Context: an optimization exercise on an open-source flow, tuned for small area. The choices shown serve that exercise and are no tape-out recipe. Only simulation tests tie the RTL to the original design; equivalence was not proved. Power is estimated from default activity; no workload was simulated.

==> try-nickel: inputs <==
Design regfile_scoreboard, start of the top module:
module regfile_scoreboard #(
  parameter int WIDTH     = 32,
  parameter int ADDR_BITS = 5
) (
  input  logic                 Clk,
  input  logic                 Reset,
  input  logic [ADDR_BITS-1:0] RA,
  input  logic [ADDR_BITS-1:0] RB,
  output logic [WIDTH-1:0]     BusA,
  output logic [WIDTH-1:0]     BusB,
  output logic                 BusyA,
  output logic                 BusyB,
  input  logic [ADDR_BITS-1:0] RW,
  input  logic [WIDTH-1:0]     BusW,
  input  logic                 RegWr,
  input  logic [ADDR_BITS-1:0] IssueRd,
  input  logic                 IssueEn
);
==> module regfile_scoreboard, before the edit <==
module regfile_scoreboard #(
  parameter int WIDTH     = 32,
  parameter int ADDR_BITS = 5
) (
  input  logic                 Clk,
  input  logic                 Reset,
  input  logic [ADDR_BITS-1:0] RA,
  input  logic [ADDR_BITS-1:0] RB,
  output logic [WIDTH-1:0]     BusA,
  output logic [WIDTH-1:0]     BusB,
  output logic                 BusyA,
  output logic                 BusyB,
  input  logic [ADDR_BITS-1:0] RW,
  input  logic [WIDTH-1:0]     BusW,
  input  logic                 RegWr,
  input  logic [ADDR_BITS-1:0] IssueRd,
  input  logic                 IssueEn
);
  localparam int DEPTH = 2 ** ADDR_BITS;
  localparam int NREG  = DEPTH - 1;    
  logic [WIDTH-1:0] regs_q [NREG];
  logic [WIDTH-1:0] regs_d [NREG];
  logic [NREG-1:0]  valid_q, valid_d;
  logic [NREG-1:0]  busy_q, busy_d;
  logic [3:0] lo_w, nlo_s, nlo_a, nlo_b;
  logic [7:0] hi_w, nhi_s, nhi_a, nhi_b;
  rf_predec #(.HAS_EN(1), .ACT_LOW(0)) u_pd_w (.a(RW),      .en(RegWr),   .lo(lo_w),  .hi(hi_w));
  rf_predec #(.HAS_EN(1), .ACT_LOW(1)) u_pd_s (.a(IssueRd), .en(IssueEn), .lo(nlo_s), .hi(nhi_s));
  rf_predec #(.HAS_EN(0), .ACT_LOW(1)) u_pd_a (.a(RA),      .en(1'b1),    .lo(nlo_a), .hi(nhi_a));
  rf_predec #(.HAS_EN(0), .ACT_LOW(1)) u_pd_b (.a(RB),      .en(1'b1),    .lo(nlo_b), .hi(nhi_b));
  logic [NREG-1:0] we_n, we, nwe, set, dec_a, dec_b, nsel_a, nsel_b, sel_a, sel_b;
  for (genvar i = 0; i < NREG; i++) begin : g_reg
    localparam int J = (i + 1) % 4;
    localparam int K = (i + 1) / 4;
    rf_nand2 u_wen  (.a(lo_w[J]), .b(hi_w[K]), .y(we_n[i]));
    rf_inv   u_we   (.a(we_n[i]), .y(we[i]));
    rf_nor2  u_set  (.a(nlo_s[J]), .b(nhi_s[K]), .y(set[i]));
    rf_nor2  u_deca (.a(nlo_a[J]), .b(nhi_a[K]), .y(dec_a[i]));
    rf_nor2  u_decb (.a(nlo_b[J]), .b(nhi_b[K]), .y(dec_b[i]));
    rf_inv   u_nwe  (.a(we[i]), .y(nwe[i]));
    rf_nand3 u_nsa  (.a(dec_a[i]), .b(valid_q[i]), .c(we_n[i]), .y(nsel_a[i]));
    rf_nand3 u_nsb  (.a(dec_b[i]), .b(valid_q[i]), .c(we_n[i]), .y(nsel_b[i]));
    rf_inv   u_sa   (.a(nsel_a[i]), .y(sel_a[i]));
    rf_inv   u_sb   (.a(nsel_b[i]), .y(sel_b[i]));
    logic nvw;
    rf_nor2  u_nvw  (.a(valid_q[i]), .b(we[i]), .y(nvw));
    rf_nor2  u_vd   (.a(Reset), .b(nvw), .y(valid_d[i]));
    rf_busyd u_bd   (.busy(busy_q[i]), .nwe(we_n[i]), .set(set[i]), .rst(Reset), .y(busy_d[i]));
    for (genvar b = 0; b < WIDTH; b++) begin : g_wb
      rf_a22o u_wm (.a1(we[i]), .a2(BusW[b]), .b1(nwe[i]), .b2(regs_q[i][b]), .y(regs_d[i][b]));
    end
  end
  always_ff @(posedge Clk) begin
    for (int i = 0; i < NREG; i++) begin
      regs_q[i] <= regs_d[i];
    end
  end
  always_ff @(posedge Clk) begin
    valid_q <= valid_d;
    busy_q  <= busy_d;
  end
  logic hit_a, hit_b;
  rf_hit u_hit_a (.rw(RW), .rr(RA), .en(RegWr), .hit(hit_a));
  rf_hit u_hit_b (.rw(RW), .rr(RB), .en(RegWr), .hit(hit_b));
  logic [NREG:0] col [WIDTH];
  always_comb begin
    for (int b = 0; b < WIDTH; b++) begin
      for (int i = 0; i < NREG; i++) col[b][i] = regs_q[i][b];
      col[b][NREG] = BusW[b];
    end
  end
  for (genvar b = 0; b < WIDTH; b++) begin : g_bit
    rf_andor #(.N(NREG + 1)) u_a (.sel({hit_a, sel_a}), .d(col[b]), .y(BusA[b]));
    rf_andor #(.N(NREG + 1)) u_b (.sel({hit_b, sel_b}), .d(col[b]), .y(BusB[b]));
  end
  logic busy_rd_a, busy_rd_b;
  rf_andor #(.N(NREG)) u_busy_a (.sel(dec_a), .d(busy_q), .y(busy_rd_a));
  rf_andor #(.N(NREG)) u_busy_b (.sel(dec_b), .d(busy_q), .y(busy_rd_b));
  rf_andnot u_ba (.a(busy_rd_a), .b(hit_a), .y(BusyA));
  rf_andnot u_bb (.a(busy_rd_b), .b(hit_b), .y(BusyB));
endmodule
==> module rf_predec, before the edit <==
module rf_predec #(
  parameter int HAS_EN  = 1,
  parameter int ACT_LOW = 1
) (
  input  logic [4:0] a,
  input  logic       en,
  output logic [3:0] lo,
  output logic [7:0] hi
);
  always_comb begin
    for (int j = 0; j < 4; j++) lo[j] = (a[1:0] == 2'(j)) ^ (ACT_LOW != 0);
    for (int k = 0; k < 8; k++) hi[k] = (((HAS_EN == 0) || en) && (a[4:2] == 3'(k))) ^ (ACT_LOW != 0);
  end
endmodule
==> module rf_andnot, before the edit <==
module rf_andnot (
  input  logic a, b,
  output logic y
);
  assign y = a & ~b;
endmodule
==> module rf_nand3, before the edit <==
module rf_nand3 (
  input  logic a, b, c,
  output logic y
);
  assign y = ~(a & b & c);
endmodule
==> module rf_busyd, before the edit <==
module rf_busyd (
  input  logic busy, nwe, set, rst,
  output logic y
);
  assign y = ~rst & (set | (busy & nwe));
endmodule
==> flow/config.mk <==
export PLATFORM = sky130hd
export DESIGN_NAME = regfile_scoreboard
export DESIGN_NICKNAME = regfile_scoreboard
export VERILOG_FILES = /design/flow/design.v
export SDC_FILE = /design/flow/constraint.sdc
export NUM_CORES = 8
export LEC_CHECK = 0
export CAP_MARGIN = 10
export CORE_MARGIN = 2
export CORE_UTILIZATION = 45
export GPL_TIMING_DRIVEN = 0
export PLACE_DENSITY = 0.55
export SLEW_MARGIN = 10
export SYNTH_HIERARCHICAL = 1
==> flow/constraint.sdc <==
create_clock -name core_clock -period 8.0 [get_ports {Clk}]
set_input_delay 1.6000 -clock core_clock [delete_from_list [all_inputs] [get_ports {Clk}]]
set_output_delay 1.6000 -clock core_clock [all_outputs]
set_load 0.01 [all_outputs]
standard.sh (not shown) runs the stock make flow with config.mk's settings and CLKGATE_MAP_FILE= SYNTH_SCRIPT=/design/flow/synth_recipe.tcl, a recipe that flattens the netlist after the stock synthesis.
==> flow/flow/run.sh <==
#!/bin/bash
# Own layout flow: the standard synthesis and layout steps (standard.sh), with these
# changes to how the layout is built:
#  - port buffers use the smallest buffer (buf_1) instead of the default delay buffer;
#  - before global placement, inverters that drive high-fanout nets are given the x2 size
#    (same area as x1), so that repair_design needs fewer buffers (size_drivers.tcl);
#  - clock tree: clkbuf_16 only, sink clusters of up to 25, no dummy loads.
# Each tool's output goes to a log in this folder.
set -euo pipefail
export BUFFER_PORTS_ARGS="-buffer_cell sky130_fd_sc_hd__buf_1"
export PRE_GLOBAL_PLACE_TCL="$PWD/flow/size_drivers.tcl"
export CTS_ARGS="-sink_clustering_enable -repair_clock_nets -dont_use_dummy_load -buf_list {sky130_fd_sc_hd__clkbuf_16} -sink_clustering_size 25 -sink_clustering_max_diameter 100"
bash standard.sh synth > synth.log 2>&1
bash standard.sh > layout.log 2>&1
==> flow/flow/size_drivers.tcl <==
# Before global placement: give every inverter that drives a high-fanout net the x2 size,
# which has the same area as x1 (sky130hd inv_1 and inv_2 are both 3.75 um2).
set db [ord::get_db]
set inv2 [$db findMaster sky130_fd_sc_hd__inv_2]
set n 0
foreach inst [[ord::get_db_block] getInsts] {
  if {[[$inst getMaster] getName] ne "sky130_fd_sc_hd__inv_1"} { continue }
  set net [[$inst findITerm Y] getNet]
  if {$net eq "NULL"} { continue }
  if {[llength [$net getITerms]] > 8} {
    $inst swapMaster $inv2
    incr n
  }
}
puts "size_drivers: $n inverters sized to inv_2"
==> inputs of try-lagoon, as changes to try-nickel <==
==> flow/design.v (replaced) <==
module regfile_scoreboard #(
  parameter int WIDTH     = 32,
  parameter int ADDR_BITS = 5
) (
  input  logic                 Clk,
  input  logic                 Reset,
  input  logic [ADDR_BITS-1:0] RA,
  input  logic [ADDR_BITS-1:0] RB,
  output logic [WIDTH-1:0]     BusA,
  output logic [WIDTH-1:0]     BusB,
  output logic                 BusyA,
  output logic                 BusyB,
  input  logic [ADDR_BITS-1:0] RW,
  input  logic [WIDTH-1:0]     BusW,
  input  logic                 RegWr,
  input  logic [ADDR_BITS-1:0] IssueRd,
  input  logic                 IssueEn
);
  localparam int DEPTH = 2 ** ADDR_BITS;
  localparam int NREG  = DEPTH - 1;    
  logic [WIDTH-1:0] regs_q [NREG];
  logic [WIDTH-1:0] regs_d [NREG];
  logic [NREG-1:0]  busy_q, busy_d;
  logic hit_a, hit_b;
  rf_hit u_hit_a (.rw(RW), .rr(RA), .en(RegWr), .hit(hit_a));
  rf_hit u_hit_b (.rw(RW), .rr(RB), .en(RegWr), .hit(hit_b));
  logic nrst;
  rf_inv u_nrst (.a(Reset), .y(nrst));
  logic [3:0] lo_w, nlo_s, lo_a, lo_b;
  logic [7:0] hi_w, nhi_s, hi_a, hi_b;
  rf_predec #(.ACT_LOW(0)) u_pd_w (.a(RW),      .en(RegWr),   .en_n(Reset), .lo(lo_w),  .hi(hi_w));
  rf_predec #(.ACT_LOW(1)) u_pd_s (.a(IssueRd), .en(IssueEn), .en_n(Reset), .lo(nlo_s), .hi(nhi_s));
  rf_predec #(.ACT_LOW(0)) u_pd_a (.a(RA),      .en(1'b1),    .en_n(hit_a), .lo(lo_a),  .hi(hi_a));
  rf_predec #(.ACT_LOW(0)) u_pd_b (.a(RB),      .en(1'b1),    .en_n(hit_b), .lo(lo_b),  .hi(hi_b));
  logic [NREG-1:0] wr_n, wr, hold_n, hold, set, nsel_a, nsel_b, sel_a, sel_b;
  for (genvar i = 0; i < NREG; i++) begin : g_reg
    localparam int J = (i + 1) % 4;
    localparam int K = (i + 1) / 4;
    rf_nand2 u_wrn  (.a(lo_w[J]), .b(hi_w[K]), .y(wr_n[i]));
    rf_inv   u_wr   (.a(wr_n[i]), .y(wr[i]));
    rf_nand2 u_hdn  (.a(wr_n[i]), .b(nrst), .y(hold_n[i]));
    rf_inv   u_hd   (.a(hold_n[i]), .y(hold[i]));
    rf_nor2  u_set  (.a(nlo_s[J]), .b(nhi_s[K]), .y(set[i]));
    rf_a21o  u_bd   (.a1(busy_q[i]), .a2(hold[i]), .b1(set[i]), .y(busy_d[i]));
    rf_nand2 u_nsa  (.a(lo_a[J]), .b(hi_a[K]), .y(nsel_a[i]));
    rf_nand2 u_nsb  (.a(lo_b[J]), .b(hi_b[K]), .y(nsel_b[i]));
    rf_inv   u_sa   (.a(nsel_a[i]), .y(sel_a[i]));
    rf_inv   u_sb   (.a(nsel_b[i]), .y(sel_b[i]));
    for (genvar b = 0; b < WIDTH; b++) begin : g_wb
      rf_a22o u_wm (.a1(wr[i]), .a2(BusW[b]), .b1(hold[i]), .b2(regs_q[i][b]), .y(regs_d[i][b]));
    end
  end
  always_ff @(posedge Clk) begin
    for (int i = 0; i < NREG; i++) begin
      regs_q[i] <= regs_d[i];
    end
    busy_q <= busy_d;
  end
  logic [NREG:0] col [WIDTH];
  always_comb begin
    for (int b = 0; b < WIDTH; b++) begin
      for (int i = 0; i < NREG; i++) col[b][i] = regs_q[i][b];
      col[b][NREG] = BusW[b];
    end
  end
  for (genvar b = 0; b < WIDTH; b++) begin : g_bit
    rf_andor #(.N(NREG + 1)) u_a (.sel({hit_a, sel_a}), .d(col[b]), .y(BusA[b]));
    rf_andor #(.N(NREG + 1)) u_b (.sel({hit_b, sel_b}), .d(col[b]), .y(BusB[b]));
  end
  rf_andor #(.N(NREG)) u_busy_a (.sel(sel_a), .d(busy_q), .y(BusyA));
  rf_andor #(.N(NREG)) u_busy_b (.sel(sel_b), .d(busy_q), .y(BusyB));
endmodule
module rf_predec #(
  parameter int ACT_LOW = 1
) (
  input  logic [4:0] a,
  input  logic       en,
  input  logic       en_n,
  output logic [3:0] lo,
  output logic [7:0] hi
);
  always_comb begin
    for (int j = 0; j < 4; j++) lo[j] = (a[1:0] == 2'(j)) ^ (ACT_LOW != 0);
    for (int k = 0; k < 8; k++) hi[k] = (en && !en_n && (a[4:2] == 3'(k))) ^ (ACT_LOW != 0);
  end
endmodule
module rf_hit (
  input  logic [4:0] rw,
  input  logic [4:0] rr,
  input  logic       en,
  output logic       hit
);
  assign hit = en && (rw != '0) && (rw == rr);
endmodule
module rf_inv (
  input  logic a,
  output logic y
);
  assign y = ~a;
endmodule
module rf_nor2 (
  input  logic a, b,
  output logic y
);
  assign y = ~(a | b);
endmodule
module rf_nand2 (
  input  logic a, b,
  output logic y
);
  assign y = ~(a & b);
endmodule
module rf_a21o (
  input  logic a1, a2, b1,
  output logic y
);
  assign y = (a1 & a2) | b1;
endmodule
module rf_a22o (
  input  logic a1, a2, b1, b2,
  output logic y
);
  assign y = (a1 & a2) | (b1 & b2);
endmodule
module rf_andor #(
  parameter int N = 32
) (
  input  logic [N-1:0] sel,
  input  logic [N-1:0] d,
  output logic         y
);
  localparam int G3 = N / 3;
  localparam int G1 = N - 3 * G3;
  logic [G3+G1-1:0] g_n;
  for (genvar g = 0; g < G3; g++) begin : g_aoi
    rf_aoi222 u (.a0(sel[3*g]), .b0(d[3*g]), .a1(sel[3*g+1]), .b1(d[3*g+1]),
                 .a2(sel[3*g+2]), .b2(d[3*g+2]), .y(g_n[g]));
  end
  for (genvar g = 0; g < G1; g++) begin : g_nand
    rf_nand2 u (.a(sel[3*G3+g]), .b(d[3*G3+g]), .y(g_n[G3+g]));
  end
  rf_nandn #(.N(G3 + G1)) u_or (.x(g_n), .y(y));
endmodule
module rf_aoi222 (
  input  logic a0, b0, a1, b1, a2, b2,
  output logic y
);
  assign y = ~((a0 & b0) | (a1 & b1) | (a2 & b2));
endmodule
module rf_nandn #(
  parameter int N = 11
) (
  input  logic [N-1:0] x,
  output logic         y
);
  assign y = ~&x;
endmodule
==> flow/flow/run.sh (replaced) <==
#!/bin/bash
# Own layout flow: the standard synthesis and layout steps (standard.sh), with these
# changes to how the layout is built:
#  - port buffers use the smallest buffer (buf_1) instead of the default delay buffer;
#  - before global placement, inverters that drive high-fanout nets are given the x2 size
#    (same area as x1), so that repair_design needs fewer buffers (size_drivers.tcl);
#  - clock tree: clkbuf_16 only, sink clusters of up to 28, no dummy loads.
# Each tool's output goes to a log in this folder.
set -euo pipefail
export BUFFER_PORTS_ARGS="-buffer_cell sky130_fd_sc_hd__buf_1"
export PRE_GLOBAL_PLACE_TCL="$PWD/flow/size_drivers.tcl"
export CTS_ARGS="-sink_clustering_enable -repair_clock_nets -dont_use_dummy_load -buf_list {sky130_fd_sc_hd__clkbuf_16} -sink_clustering_size 28 -sink_clustering_max_diameter 120"
bash standard.sh synth > synth.log 2>&1
bash standard.sh > layout.log 2>&1
==> notes <==
Of try-lagoon and try-nickel, try-nickel has the higher synthesized cell count (gap 3.7%, measured against try-nickel). In try-nickel the setup slack is better than in try-lagoon, by 0.54 ns. Die area: try-nickel is larger than try-lagoon (2.8%). Against try-nickel, the utilization of try-lagoon is higher by 0.11 points. In sequential share of layout area, try-lagoon and try-nickel hardly differ. Clock-buffer cell count: try-nickel is higher than try-lagoon (7). Of try-nickel and try-lagoon, try-nickel has the higher flip-flop and latch count (gap 31). Between try-nickel and try-lagoon, the lower power is in try-lagoon (gap 33%, measured against try-lagoon). Final area: try-nickel is larger than try-lagoon (about 3%). Against try-nickel, the sequential power of try-lagoon is smaller by 26%.

[port drivers added, routing unchanged]
No port has a modelled driver above. Below, the same layouts with a new extraction and two added sets of constraints. Step 1 (the two cells are an assumption about what drives the block):
set clk [get_ports {Clk}]
set_driving_cell -lib_cell sky130_fd_sc_hd__clkbuf_16 $clk
set_driving_cell -lib_cell sky130_fd_sc_hd__buf_2 [delete_from_list [all_inputs] $clk]
Step 2, shift: input delay + t, output delay - t, t = (earliest + latest rising clock arrival at the registers) / 2. This alone moves slack from input paths to output paths. a / b / c = ideal ports / drivers / drivers and shift; a / b = the first two.
| run | shift t [ns] | setup slack, ns | slew at the worst register clock pin (ns) | worst slew at a driven data input, ns | cell pins on the clock port's net |
|---|---|---|---|---|---|
| try-nickel | 0.710 | 0.816 / 0.793 / 0.793 | 0.11 / 0.11 | 0.05 | 1 |
| try-lagoon | 0.708 | 0.276 / 0.241 / 0.241 | 0.12 / 0.12 | 0.14 | 1 |
After both steps every run listed still meets setup and hold. The setup slack of try-lagoon, which loses most, moves by -0.035 ns with the drivers and by -0.035 ns with both steps.
